Background: an optimization exercise with open tools, aiming at small area, a short achievable clock period and few clock cycles per item. Do not read the settings as production practice.
In this exercise RTL edits were held to simulation tests only and were not proved equivalent to the original.
Power and IR drop assume default switching activity.

run A:
==> flow/design.v <==
package icl_pkg;
   localparam int DEFAULT_SLOTS = 16;
   localparam int KEY_W         = 16;
   localparam int STAMP_W       = 32;
   localparam int COUNT_W       = 17;
   localparam int OP_W          = 2;
   localparam int STATUS_W      = 2;
   localparam int SLOT_W        = 4;
   localparam logic [COUNT_W-1:0] INODE_COUNT_RESET = 17'h10000;
   typedef enum logic [OP_W-1:0] {
      OP_LOOKUP = 2'd0,
      OP_PUT    = 2'd1,
      OP_REMOVE = 2'd2
   } op_type;
   typedef enum logic [STATUS_W-1:0] {
      ST_OK     = 2'd0,
      ST_RANGE  = 2'd1,
      ST_ABSENT = 2'd2
   } status_type;
   typedef enum logic [1:0] {
      S_IDLE,
      S_SCAN,
      S_DONE
   } state_type;
   typedef struct packed {
      logic [KEY_W-1:0]   key;
      logic [STAMP_W-1:0] stamp;
   } entry_type;
endpackage
module inode_cache_lru #(
   parameter int SLOTS = icl_pkg::DEFAULT_SLOTS
) (
   input  logic                        clock,
   input  logic                        reset,
   input  logic                        req_valid,
   output logic                        req_ready,
   input  logic [icl_pkg::OP_W-1:0]    req_op,
   input  logic [icl_pkg::KEY_W-1:0]   req_key,
   output logic                        rsp_valid,
   input  logic                        rsp_ready,
   output logic [icl_pkg::STATUS_W-1:0] rsp_status,
   output logic                        rsp_hit,
   output logic [icl_pkg::SLOT_W-1:0]  rsp_slot,
   output logic                        rsp_evicted,
   output logic [icl_pkg::KEY_W-1:0]   rsp_evicted_key,
   input  logic                        csr_wr_en,
   input  logic [icl_pkg::COUNT_W-1:0] csr_wr_data
);
   localparam int KW = icl_pkg::KEY_W;
   localparam int SW = icl_pkg::SLOT_W;
   localparam int RW = icl_pkg::STATUS_W + 1 + SW + 1 + KW;
   localparam int T  = SLOTS - 1;
   logic [KW-1:0]        key_ff [SLOTS];
   logic [SW-1:0]        id_ff  [SLOTS];
   logic [SLOTS-1:0]     ev_ff;
   logic [SLOTS-1:0]     slot_valid_ff;
   logic [icl_pkg::COUNT_W-1:0] inode_count_ff;
   logic                 e_valid_ff;
   logic [icl_pkg::OP_W-1:0] e_op_ff;
   logic [KW-1:0]        e_key_ff;
   logic [SLOTS-1:0]     e_eq_ff;
   logic                 e_range_ff;
   logic                 o0_valid_ff, o1_valid_ff, ready_ff;
   logic [RW-1:0]        o0_ff, o1_ff;
   logic                 adv, exec, put_exec;
   logic                 is_lookup, is_put, is_remove;
   logic [SLOTS-1:0]     d_eq;
   logic                 d_same;
   logic [SLOTS-1:0]     match, m_up, free_pos, a_up, move, rem, free_slot;
   logic                 found, has_inv;
   logic [SW-1:0]        match_id, free_id, alt_id, put_id;
   logic                 o1_next;
   logic [RW-1:0]        res;
   logic [icl_pkg::STATUS_W-1:0] res_status;
   logic                 res_hit;
   logic [SW-1:0]        res_slot;
   logic                 res_evicted;
   assign adv       = !o1_valid_ff;
   assign req_ready = ready_ff;
   assign exec      = adv && e_valid_ff;
   assign is_lookup = (e_op_ff == icl_pkg::OP_LOOKUP);
   assign is_put    = (e_op_ff == icl_pkg::OP_PUT);
   assign is_remove = (e_op_ff == icl_pkg::OP_REMOVE);
   assign put_exec  = exec && is_put;
   always_comb begin
      for (int k = 0; k < SLOTS; k++) begin
         match[k]    = ev_ff[k] && e_eq_ff[k];
         free_pos[k] = !ev_ff[k];
         free_slot[k] = !slot_valid_ff[k];
         for (int j = 0; j < k; j++) begin
            if (!ev_ff[j])         free_pos[k]  = 1'b0;
            if (!slot_valid_ff[j]) free_slot[k] = 1'b0;
         end
         m_up[k] = 1'b0;
         a_up[k] = 1'b0;
         for (int j = 0; j <= k; j++) begin
            if (match[j])    m_up[k] = 1'b1;
            if (free_pos[j]) a_up[k] = 1'b1;
         end
      end
      has_inv = !(&ev_ff);
      if (!has_inv) a_up = '1;
      found = m_up[T];
      match_id = '0;
      free_id  = '0;
      for (int k = 0; k < SLOTS; k++) begin
         if (match[k])     match_id = match_id | id_ff[k];
         if (free_slot[k]) free_id  = free_id | SW'(k);
      end
      alt_id = has_inv ? free_id : id_ff[0];
      put_id = found ? match_id : alt_id;
   end
   assign move = put_exec ? (found ? m_up : a_up) : '0;
   assign rem  = (exec && is_remove) ? match : '0;
   assign d_same = (req_key == e_key_ff);
   always_comb begin
      for (int k = 0; k < T; k++)
         d_eq[k] = move[k] ? (key_ff[k+1] == req_key) : (key_ff[k] == req_key);
      d_eq[T] = put_exec ? d_same : (key_ff[T] == req_key);
   end
   always_comb begin
      res_status  = icl_pkg::ST_OK;
      res_hit     = 1'b0;
      res_slot    = '0;
      res_evicted = 1'b0;
      if (is_lookup) begin
         if (!e_range_ff) begin
            res_status = icl_pkg::ST_RANGE;
         end else if (found) begin
            res_hit  = 1'b1;
            res_slot = match_id;
         end else begin
            res_status = icl_pkg::ST_ABSENT;
         end
      end else if (is_put) begin
         res_hit     = found;
         res_slot    = put_id;
         res_evicted = !found && !has_inv;
      end else if (is_remove) begin
         if (found) begin
            res_hit  = 1'b1;
            res_slot = match_id;
         end else begin
            res_status = icl_pkg::ST_ABSENT;
         end
      end
   end
   assign res = {res_status, res_hit, res_slot, res_evicted, res_evicted ? key_ff[0] : '0};
   always_ff @(posedge clock) begin
      for (int k = 0; k < T; k++) begin
         if (move[k]) begin
            key_ff[k] <= key_ff[k+1];
            id_ff[k]  <= id_ff[k+1];
         end
      end
      if (put_exec) begin
         key_ff[T] <= e_key_ff;
         id_ff[T]  <= put_id;
      end
   end
   assign o1_next = o1_valid_ff ? !rsp_ready : (exec && o0_valid_ff && !rsp_ready);
   always_ff @(posedge clock) begin
      if (reset) begin
         ev_ff          <= '0;
         slot_valid_ff  <= '0;
         inode_count_ff <= icl_pkg::INODE_COUNT_RESET;
         e_valid_ff     <= 1'b0;
         o0_valid_ff    <= 1'b0;
         o1_valid_ff    <= 1'b0;
         ready_ff       <= 1'b1;
      end else begin
         if (csr_wr_en) inode_count_ff <= csr_wr_data;
         for (int k = 0; k < T; k++) begin
            if (move[k])     ev_ff[k] <= ev_ff[k+1];
            else if (rem[k]) ev_ff[k] <= 1'b0;
         end
         if (put_exec)    ev_ff[T] <= 1'b1;
         else if (rem[T]) ev_ff[T] <= 1'b0;
         for (int j = 0; j < SLOTS; j++) begin
            if (put_exec && !found && free_slot[j]) slot_valid_ff[j] <= 1'b1;
            else if (exec && is_remove && found && (match_id == SW'(j))) slot_valid_ff[j] <= 1'b0;
         end
         if (adv) e_valid_ff <= req_valid;
         if (!o0_valid_ff || rsp_ready) o0_valid_ff <= o1_valid_ff || exec;
         o1_valid_ff <= o1_next;
         ready_ff    <= !o1_next;
      end
   end
   always_ff @(posedge clock) begin
      if (adv) begin
         e_op_ff    <= req_op;
         e_key_ff   <= req_key;
         e_eq_ff    <= d_eq;
         e_range_ff <= ({1'b0, req_key} < inode_count_ff);
      end
   end
   always_ff @(posedge clock) begin
      if (!o1_valid_ff) o1_ff <= res;
      if (!o0_valid_ff || rsp_ready) o0_ff <= o1_valid_ff ? o1_ff : res;
   end
   assign rsp_valid = o0_valid_ff;
   assign {rsp_status, rsp_hit, rsp_slot, rsp_evicted, rsp_evicted_key} = o0_ff;
endmodule
clock: 5.0 ns
lec_check: 0
abc_clock_period_in_ps: 2000
cap_margin: 20
core_margin: 2
core_utilization: 50
cts_cluster_diameter: 80
cts_cluster_size: 24
setup_slack_margin: 2.5
slew_margin: 20
standard.sh (not shown) runs the stock make flow with config.mk's settings and CLKGATE_MAP_FILE= SYNTH_SCRIPT=/design/flow/synth_recipe.tcl, a recipe that flattens the netlist after the stock synthesis.
==> flow/flow/run.sh <==
#!/bin/bash
# The standard layout (the standard.sh: standard synthesis, then ORFS to finish), with one
# change: buffer_ports buffers every input and output port with buf_4 instead of its default
# cell (a slow delay buffer that the footprint-matched resizer cannot replace).
set -euo pipefail
bash standard.sh synth > synth.log 2>&1
export BUFFER_PORTS_ARGS="-buffer_cell sky130_fd_sc_hd__buf_4"
bash standard.sh > layout.log 2>&1
Testbench counts of run A, summed over its fixed seeds: cycles 12,016, items 12,000.
### run A -> run B
- SETUP_SLACK_MARGIN now 2.65, was 2.5
- PLACE_DENSITY now 0.7, previously not set
### Flow results
- The setup slack number comes out higher for run B vs run A.
- Delta (run B minus run A): final clock period utilization by the worst path went down 3.8 points, final wirelength went down 740 um, post-synthesis to final-layout area growth dropped 0.19 points.
- Run A has higher slew at the pin closest to its max-slew limit than run B.
- Diff run A..run B | count of endpoints failing setup in the final report | unchanged
- On number of placed instances with taps included, run B and run A are neck and neck.
- Between run B and run A, the hold slack figures differ only marginally.
- On run B: proportion of total power due to net switching is 1.0 points lower than what run A gave.
- Total power | run B below run A
- Compared with run A, run B shows a lower post-place setup slack.
For run C, these inputs were changed with respect to run B:
- SETUP_SLACK_MARGIN now 3.0, was 2.65
- CORE_UTILIZATION now 55, was 50
- PLACE_DENSITY no longer set, was 0.7
==> flow/flow/run.sh <==
#!/bin/bash
# The standard layout (the standard.sh: standard synthesis, then ORFS to finish), with one
# change: the resizer may swap a cell for one of another footprint, so that the delay cells that
# buffer_ports puts on the ports, and other cells, can be resized to ordinary buffers and gates.
set -euo pipefail
bash standard.sh synth > synth.log 2>&1
MAKEFLAGS="MATCH_CELL_FOOTPRINT=0" bash standard.sh > layout.log 2>&1
The relative max-transition margin of run C is lower than that of run B. Run C — total of plain and repair buffers excluding clock buffers 96% higher, run B as reference. Re final total negative setup slack: no difference whatsoever between run B and run C. For sequential group power, run B and run C come out practically identical. Chip height: run C < run B. Run C against run B: final area shows an increase of about 10%; area taken by flip-flops and latches was more or less identical.
--- input diff run C..run D ---
- CORE_UTILIZATION changed from 55 to 45
- SETUP_SLACK_MARGIN changed from 3.0 to 2.65
- PLACE_DENSITY newly set to 0.7
==> flow/flow/run.sh <==
#!/bin/bash
# The standard layout (the standard.sh: standard synthesis, then ORFS to finish), with one
# change: buffer_ports buffers every input and output port with buf_4 instead of its default
# cell (a slow delay buffer that the footprint-matched resizer cannot replace).
set -euo pipefail
bash standard.sh synth > synth.log 2>&1
export BUFFER_PORTS_ARGS="-buffer_cell sky130_fd_sc_hd__buf_4"
bash standard.sh > layout.log 2>&1
--- outcome ---
- Run C → run D: power shrank by 1.3%, fmax grew by 0.0084 GHz, area enclosed by the die boundary grew by 22%, worst hold slack held steady, total stage count of the critical path shrank by 2.
- Last weighted congestion value of the routability-driven placer: run D > run C
- Of the two values seen for endpoint of the most critical setup path, e_eq_ff[1] was produced by run C and key_ff[7][14] by run D.

==> what the ideal ports hide <==
Ports are ideal in the flow. The routed layouts listed here were re-timed in OpenROAD.
Step 1 sets driving cells, clkbuf_16 on the clock port and buf_2 on the other inputs (assumed; they add their load-dependent delay and slew).
Step 2 also shifts input and output timing later by t, the mid clock arrival at the registers, as if the neighbouring blocks saw the same clock.
a / b / c = no drivers / after step 1 / after step 2; a / b = the first two.
run	shift t [ns]	setup WS [ns]	worst hold slack (ns)	worst setup path after step 2	cell pins on the clock port's net
run A	0.619	2.528 / 2.528 / 2.151	0.462 / 0.462 / 0.462	input to register	1
run B	0.608	2.716 / 2.731 / 2.137	0.459 / 0.459 / 0.459	input to register	1
run C	0.621	2.560 / 2.560 / 2.259	0.454 / 0.454 / 0.454	input to register	1
run D	0.609	2.609 / 2.609 / 2.215	0.455 / 0.455 / 0.455	input to register	1
After both steps setup and hold are still met in every run listed. The setup slack of run B, which loses most, moves by +0.015 ns with the drivers and by -0.579 ns with both steps.
